This is an optimization exercise on Yosys and OpenROAD, whose aim is small area, not a production implementation. Only simulation tests tie the RTL to the original design; equivalence was not proved. Power figures rest on the tool's default switching activity, not on a simulated workload.

==> inputs of run a <==
## rms_power_monitor_overload_trip_unit
module rms_power_monitor_overload_trip_unit (
    input  logic        clk,
    input  logic        rst_n,
    input  logic        cfg_we,
    input  logic [2:0]  cfg_index,
    input  logic [24:0] cfg_wdata,
    input  logic        s_tvalid,
    output logic        s_tready,
    input  logic [15:0] s_tdata,
    input  logic [1:0]  s_tuser,
    output logic        m_tvalid,
    input  logic        m_tready,
    output logic [47:0] m_tdata,
    output logic        m_tuser
);
    localparam logic [3:0] ST_RCLR = 4'd0;
    localparam logic [3:0] ST_IDLE = 4'd1;
    localparam logic [3:0] ST_P0   = 4'd2;
    localparam logic [3:0] ST_MUL  = 4'd3;
    localparam logic [3:0] ST_DIV  = 4'd4;
    localparam logic [3:0] ST_MULG = 4'd5;
    localparam logic [3:0] ST_FIX  = 4'd6;
    localparam logic [3:0] ST_POW  = 4'd7;
    localparam logic [3:0] ST_FIN  = 4'd8;
    logic [11:0] mid;
    logic [10:0] wsm;
    logic [23:0] gain;
    logic [15:0] flr;
    logic [8:0]  volts;
    logic [24:0] lim;
    logic [24:0] wd0, wd1;
  ...
==> flow/config.mk <==
export PLATFORM = sky130hd
export DESIGN_NAME = rms_power_monitor_overload_trip_unit
export DESIGN_NICKNAME = rms_power_monitor_overload_trip_unit
export VERILOG_FILES = /design/flow/design.v
export SDC_FILE = /design/flow/constraint.sdc
export NUM_CORES = 4
export LEC_CHECK = 0
export CAP_MARGIN = 20
export CORE_MARGIN = 2
export CORE_UTILIZATION = 40
export SLEW_MARGIN = 20
==> flow/constraint.sdc <==
create_clock -name core_clock -period 10.0 [get_ports {clk}]
set_input_delay 2.0000 -clock core_clock [delete_from_list [all_inputs] [get_ports {clk}]]
set_output_delay 2.0000 -clock core_clock [all_outputs]
set_load 0.01 [all_outputs]
standard.sh (not shown) runs the stock make flow with config.mk's settings and CLKGATE_MAP_FILE= SYNTH_SCRIPT=/design/flow/synth_recipe.tcl, a recipe that flattens the netlist after the stock synthesis.
==> flow/flow/run.sh <==
#!/bin/bash
# Standard ORFS layout (standard.sh) with buf_1 port buffers and a smaller
# clock tree without dummy loads. Each tool's output goes to its own log here.
export BUFFER_PORTS_ARGS="-buffer_cell sky130_fd_sc_hd__buf_1"
export CTS_ARGS="-sink_clustering_enable -repair_clock_nets -dont_use_dummy_load -buf_list sky130_fd_sc_hd__clkbuf_16 -sink_clustering_size 30 -sink_clustering_max_diameter 100"
bash standard.sh > standard.log 2>&1
==> run b (differences from run a) <==
--- a/flow/design.v
+++ b/flow/design.v
@@ -102,16 +102,15 @@
     logic [3:0]  state;
     logic [5:0]  ph;
     logic [5:0]  st;
     logic        relay;
     logic        mtv;
-    logic        trip_r;
-    logic        mv_r;
+    logic        trip;
     logic [43:0] lp;
     logic [40:0] oc;
-    logic dl, cy, bw, a1, a2, cls, cmp, wbd, ssat;
-    logic hi, lo, pend, rd1, rd2, zd1;
+    logic dl, cy, bw, a1, cls, cmp, ssat;
+    logic hi, lo, pend, zd1;
     logic dsub, ssub;
     logic        lp0;
     logic        c43;
     logic [4:0]  kk;
     logic        win;
@@ -168,11 +167,11 @@
     assign aop  = sw ? mbit : sbit;
     assign bop  = sw ? sbit : mbit;
     assign dv   = aop ^ bop ^ bw;
     assign bout = (~aop & bop) | (~(aop ^ bop) & bw);
     assign hit  = win && (kk[3:0] == st[3:0]);
-    assign addend = hit ? dv : (a2 & dl);
+    assign addend = hit ? dv : (zd1 & dl);
     assign w_zero = (wsm == 11'd0);
     assign w_big  = wsm[10] && (wsm[9:0] != 10'd0);
     always_comb
     begin
         case (ph)
@@ -192,11 +191,11 @@
     end
     assign ic_e  = (ph == 6'd34) ? 1'b1 : bw;
     assign incb  = lp0 ^ ic_e;
     assign ic_n  = lp0 & ic_e;
     assign bc_e  = (ph == 6'd34) ? 1'b0 : cmp;
-    assign bc_n  = (~incb & wbd) | (~(incb ^ wbd) & bc_e);
+    assign bc_n  = (~incb & a1) | (~(incb ^ a1) & bc_e);
     assign inc10 = ic_n;
     assign fbor  = (~inc10 & wb) | (~(inc10 ^ wb) & bc_n);
     assign gb = p_lt24 ? gain[ph[4:0]] : 1'b0;
     always_comb
     begin
@@ -210,19 +209,19 @@
             4'd6:    vb = volts[2];
             4'd7:    vb = volts[1];
             default: vb = volts[0];
         endcase
     end
-    assign cb = p_lt16 ? oc[0] : 1'b0;
+    assign cb = p_lt16 & ((d_first & lo) ? ssat : oc[0]);
     assign d_first = (st == 6'd0);
     assign d_last  = (st == 6'd32);
     assign dsub    = lo | d_first;
     assign ssub    = pend | (st == 6'd1);
     assign dv_act  = (state == ST_DIV) && (st != 6'd33) && !p_le32;
     assign sq_act  = (state == ST_DIV) && (st[0] || st == 6'd33) && p_lt19;
     assign xd = p_le33 ? ((d_first & ssat) | dl) : (d_first ? 1'b0 : dl);
-    assign xs = (ph == 6'd0) ? lo : ((ph == 6'd1) ? hi : rd2);
+    assign xs = (ph == 6'd0) ? lo : ((ph == 6'd1) ? hi : oc[18]);
     assign zs = (ph == 6'd2) ? pend : (p_lt18 ? zd1 : 1'b0);
     assign ys = (ph == 6'd0) ? ~ssub : ((ph == 6'd1) ? 1'b1 : (zs ^ ssub));
     assign px = (d_first || ph == 6'd0) ? 1'b0 : zd1;
     always_comb
     begin
@@ -314,10 +313,11 @@
                     if (c43) state <= ST_IDLE;
                 ST_IDLE:
                     if (c43 && s_tvalid && !mtv)
                     begin
                         state <= ST_P0;
+                        relay <= relay & ~(cls & cmp);
                         st    <= 6'd0;
                     end
                 ST_P0:
                     if (c43) state <= (s_tuser == 2'd0) ? ST_MUL : ST_FIN;
                 ST_MUL:
@@ -345,15 +345,13 @@
                     begin
                         st <= st_inc;
                         if (st == 6'd17)
                         begin
                             st    <= 6'd0;
-                            state <= ST_FIX;
+                            state <= ST_POW;
                         end
                     end
-                ST_FIX:
-                    if (c43) state <= ST_POW;
                 ST_POW:
                     if (c43)
                     begin
                         st <= st_inc;
                         if (st == 6'd8)
@@ -365,11 +363,10 @@
                 ST_FIN:
                 begin
                     state <= ST_IDLE;
                     mtv   <= 1'b1;
                     case (s_tuser)
-                        2'd0:    if (cls) relay <= relay & ~cmp;
                         2'd1:    relay <= ~relay;
                         2'd2:    relay <= s_tdata[12];
                         default: ;
                     endcase
                 end
@@ -379,26 +376,23 @@
     end
     always_ff @(posedge clk)
     begin
         lp  <= {lin, lp[43:1]};
         dl  <= (state == ST_MUL) ? dv : lp0;
-        wbd <= wb;
         cy  <= fa_co;
         bw  <= c43 ? 1'b0 : (p_le32 ? bout : ic_n);
-        a1  <= hit & dv;
-        a2  <= c43 ? 1'b0 : (a2 | a1);
-        rd1 <= oc[18];
-        rd2 <= rd1;
-        zd1 <= (state == ST_POW) ? oc[16] : oc[0];
+        a1  <= c43 ? 1'b0 : (p_le32 ? (hit & dv) : wb);
+        zd1 <= c43 ? 1'b0 : ((state == ST_MUL) ? (zd1 | a1) :
+                             ((state == ST_POW) ? oc[16] : oc[0]));
         if (state == ST_P0)
             cmp <= bc_n;
         else if (state == ST_MULG && st == 6'd17 && p_16_31)
             cmp <= lt_n;
         else if (state == ST_POW && st == 6'd8 && p_lt25)
             cmp <= gt_n;
         if (state == ST_P0 && ph == 6'd11) hi <= bout;
-        if (state == ST_P0 && c43)         cls <= ~fbor;
+        if (state == ST_P0 && c43)         cls <= ~fbor & (s_tuser == 2'd0);
         if (state == ST_MUL && ph == 6'd33) ssat <= fa_s;
         if (state == ST_MUL)
         begin
             lo   <= 1'b0;
             pend <= 1'b0;
@@ -423,36 +417,30 @@
                 if (p_le40) oc <= {1'b0, oc[40:1]};
             ST_DIV:
                 if (sq_act)
                 begin
                     if (p_lt18) oc[17:0]  <= {zs, oc[17:1]};
-                    oc[36:18] <= {fa_s, oc[36:19]};
+                    oc[38:18] <= {fa_s, oc[38:19]};
                 end
             ST_MULG:
                 if (st == 6'd17)
                 begin
                     if (p_16_31) oc[15:0] <= {fa_s, oc[15:1]};
                 end
                 else if (p_lt17)
                 begin
                     oc[17:0] <= {oc[0], oc[17:1]};
                 end
-            ST_FIX:
-                if (p_lt16 && lo) oc[15:0] <= {ssat, oc[15:1]};
             ST_POW:
             begin
-                if (p_lt16) oc[15:0] <= {oc[0], oc[15:1]};
+                if (p_lt16) oc[15:0] <= {cb, oc[15:1]};
                 if (p_lt25) oc[40:16] <= {fa_s, oc[40:17]};
             end
             default: ;
         endcase
-        if (state == ST_FIN)
-        begin
-            trip_r <= (s_tuser == 2'd0) && cls && relay && cmp;
-            mv_r   <= (s_tuser == 2'd0) && cls;
-        end
     end
+    assign trip     = cls & cmp & relay;
     assign s_tready = (state == ST_FIN);
     assign m_tvalid = mtv;
-    assign m_tdata  = {5'd0, trip_r, oc[40:16], oc[15:0], relay};
-    assign m_tuser  = mv_r;
+    assign m_tdata  = {5'd0, trip, oc[40:16], oc[15:0], relay & ~trip};
+    assign m_tuser  = cls;
 endmodule
==> flow/flow/run.sh (replaced) <==
#!/bin/bash
# Layout flow: the standard ORFS flow (standard.sh), with three changes
# to how the layout is made:
#  - synthesis: the same Yosys script, but with no adder extraction pass, and
#    ABC maps the logic with each of the area scripts flow/area*.abc (no
#    delay target), keeping the smallest result; flip-flops are mapped before
#    ABC, so they are the standard synthesis's (same names, count and types);
#  - port buffers are buf_1 cells;
#  - clock tree without dummy loads, with fewer, larger leaf buffers.
# Every tool writes its log under orfs/logs/ here; make's output goes to
# flow.log.
set -euo pipefail
here=$PWD
export AREA_ABC_SCRIPTS="$(ls $here/flow/area*.abc | tr '\n' ' ')"
export BUFFER_PORTS_ARGS="-buffer_cell sky130_fd_sc_hd__buf_1"
export CTS_ARGS="-sink_clustering_enable -repair_clock_nets -dont_use_dummy_load -buf_list sky130_fd_sc_hd__clkbuf_4 -sink_clustering_size 10 -sink_clustering_max_diameter 50"
sed -e "s#SYNTH_SCRIPT=[^ ]*#SYNTH_SCRIPT=$here/flow/synth_area.tcl ADDER_MAP_FILE=#" standard.sh > flow_standard.sh
grep -q "synth_area.tcl ADDER_MAP_FILE=" flow_standard.sh
bash flow_standard.sh > flow.log 2>&1
==> flow/flow/area1.abc (new file) <==
&get -n
&st
&dch
&nf
&put
==> flow/flow/area2.abc (new file) <==
&get -n
&st
&syn2
&dch
&nf -R 1000
&st
&syn2
&dch
&nf
&put
==> flow/flow/area3.abc (new file) <==
&get -n
&st
&syn2
&dch
&nf -R 1000
&st
&syn2
&dch
&nf
&st
&dch
&nf
&put
==> flow/flow/area4.abc (new file) <==
strash
dch
map -a
strash
dch
map -a
topo
==> flow/flow/area5.abc (new file) <==
&get -n
&st
&syn2
&dch -f
&nf -R 1000 -p
&st
&syn2
&dch -f
&nf -p
&st
&dch -f
&nf -p
&put
==> flow/flow/area7.abc (new file) <==
&get -n
&st
&dc2
&syn3
&dch -f
&nf
&st
&dc2
&dch -f
&nf
&put
==> flow/flow/area9.abc (new file) <==
&get -n
&st
&synch2
&nf -R 1000
&st
&synch2
&nf -R 1000
&st
&synch2
&nf
&put
==> flow/flow/synth_area.tcl (new file) <==
proc synth {args} { yosys synth -nofsm -noshare {*}$args }
# Same synthesis as synth_recipe.tcl, except the ABC step: the logic is mapped
# with each ABC script listed in $::env(AREA_ABC_SCRIPTS) (no delay target) and
# the mapping with the smallest cell area is kept. Flip-flops are mapped before
# ABC runs, so they are the same as the standard synthesis's.
proc abc_area_of {} {
  set f $::env(RESULTS_DIR)/abc_try_stat.txt
  set libs {}
  foreach l $::env(LIB_FILES) { lappend libs -liberty $l }
  yosys tee -q -o $f stat {*}$libs
  set fh [open $f r]
  set txt [read $fh]
  close $fh
  if { [regexp {Chip area for module[^:]*:\s*([0-9.eE+]+)} $txt -> a] } { return $a }
  return 1e30
}
proc abc {args} {
  set out {}
  set i 0
  while { $i < [llength $args] } {
    set a [lindex $args $i]
    if { $a eq "-script" } {
      incr i
    } elseif { $a eq "-D" } {
      incr i
    } else {
      lappend out $a
    }
    incr i
  }
  yosys design -save abc_pre
  set best ""
  set best_area 1e30
  foreach s $::env(AREA_ABC_SCRIPTS) {
    yosys design -load abc_pre
    yosys abc -script $s {*}$out
    yosys opt_clean
    set a [abc_area_of]
    puts "ABC script $s: area $a"
    if { $a < $best_area } {
      set best_area $a
      set best $s
    }
  }
  puts "ABC script kept: $best (area $best_area)"
  yosys design -load abc_pre
  yosys abc -script $best {*}$out
}
source $::env(SCRIPTS_DIR)/synth.tcl
# left out here: clear keep_hierarchy, flatten, clean up, hide names made inside functions, write 1_2_yosys.v
Settings changed: GPL_ROUTABILITY_DRIVEN set to 0, GPL_TIMING_DRIVEN set to 0.
==> comparison <==
- Power: run b is larger than run a (about 55%).
- Between run a and run b, the lower maximum frequency is in run a (gap 18%, measured against run b).
- Of run b and run a, run a has the higher first-iteration DRC count (gap about 6.6%, measured against run a).
- Of run a and run b, run a has the higher flip-flop and latch count (gap 6).
- Of run b and run a, run b has the higher register-to-register slack (gap 1100 ps).
- Of run b and run a, run a has the higher synthesized cell count (gap about 8%, measured against run a).
- Against run a, the hold slack of run b is worse by 12 ps.
- Between run a and run b, the lower global-route usage is in run a (gap 1.1 points).
- Critical path depth: run a is higher than run b (7).
==> figures <==
Met2 Track Usage GR: run a 25.5%; run b 28.6%
Start point of the critical path: run a ph[0]$_DFF_PN0_; run b st[0]$_DFFE_PN0P_
Fraction of synthesized area in multiplexers: run a 7.43%; run b 0.966%
Post-synthesis instance area: run a 0.00957 sq mm; run b 0.00855 sq mm
Data buffer area share: run a 4.33%; run b 5.20%
Core ar.: run a 0.0235 sq mm; run b 0.0210 sq mm
Placed Area: run a 0.0102 sq mm; run b 0.00943 sq mm
Register share of the cell area: run a 55.9%; run b 59.5%
Placed insts: run a 1,132; run b 1,070
Sequential group share of total power: run a 66.1%; run b 56.3%
Tightest hold margin: run a 335 ps; run b 323 ps
Synth Area in Compound Gates: run a 9.40%; run b 13.7%
Result of the run: run a complete, no violations; run b complete, no violations
Total clock network power: run a 454 uW; run b 383 uW
Power spent charging and discharging nets: run a 299 uW; run b 806 uW
Via count of the first global-routing pass: run a 5,804; run b 5,789
Clock Root Buffer: run a clkbuf_16; run b clkbuf_4
Total power after layout: run a 1520 uW; run b 2350 uW
Vias: run a 6,165; run b 6,056

==> re-timing with driven ports <==
No port has a modelled driver above. Below, the same layouts with a new extraction and two added sets of constraints.
Step 1: set_driving_cell puts a clkbuf_16 on clk and a buf_2 on each other input, an assumption about the parent block.
Step 2, shift: input delay + t, output delay - t, t = (earliest + latest rising clock arrival at the registers) / 2. This alone moves slack from input paths to output paths.
Three values: ideal ports, drivers, drivers and shift; two values: the first two.
run	shift t [ns]	setup slack, ns	hold slack, ns	clock arrival spread, ns	worst data-port slew with drivers (ns)
run a	0.497	3.882 / 3.882 / 3.882	0.335 / 0.335 / 0.335	0.032 / 0.032	0.04
run b	0.657	5.004 / 5.004 / 4.866	0.323 / 0.323 / 0.323	0.057 / 0.057	0.04
After both steps every run listed still meets setup and hold. The setup slack of run b, which loses most, moves by 0.000 ns with the drivers and by -0.138 ns with both steps.
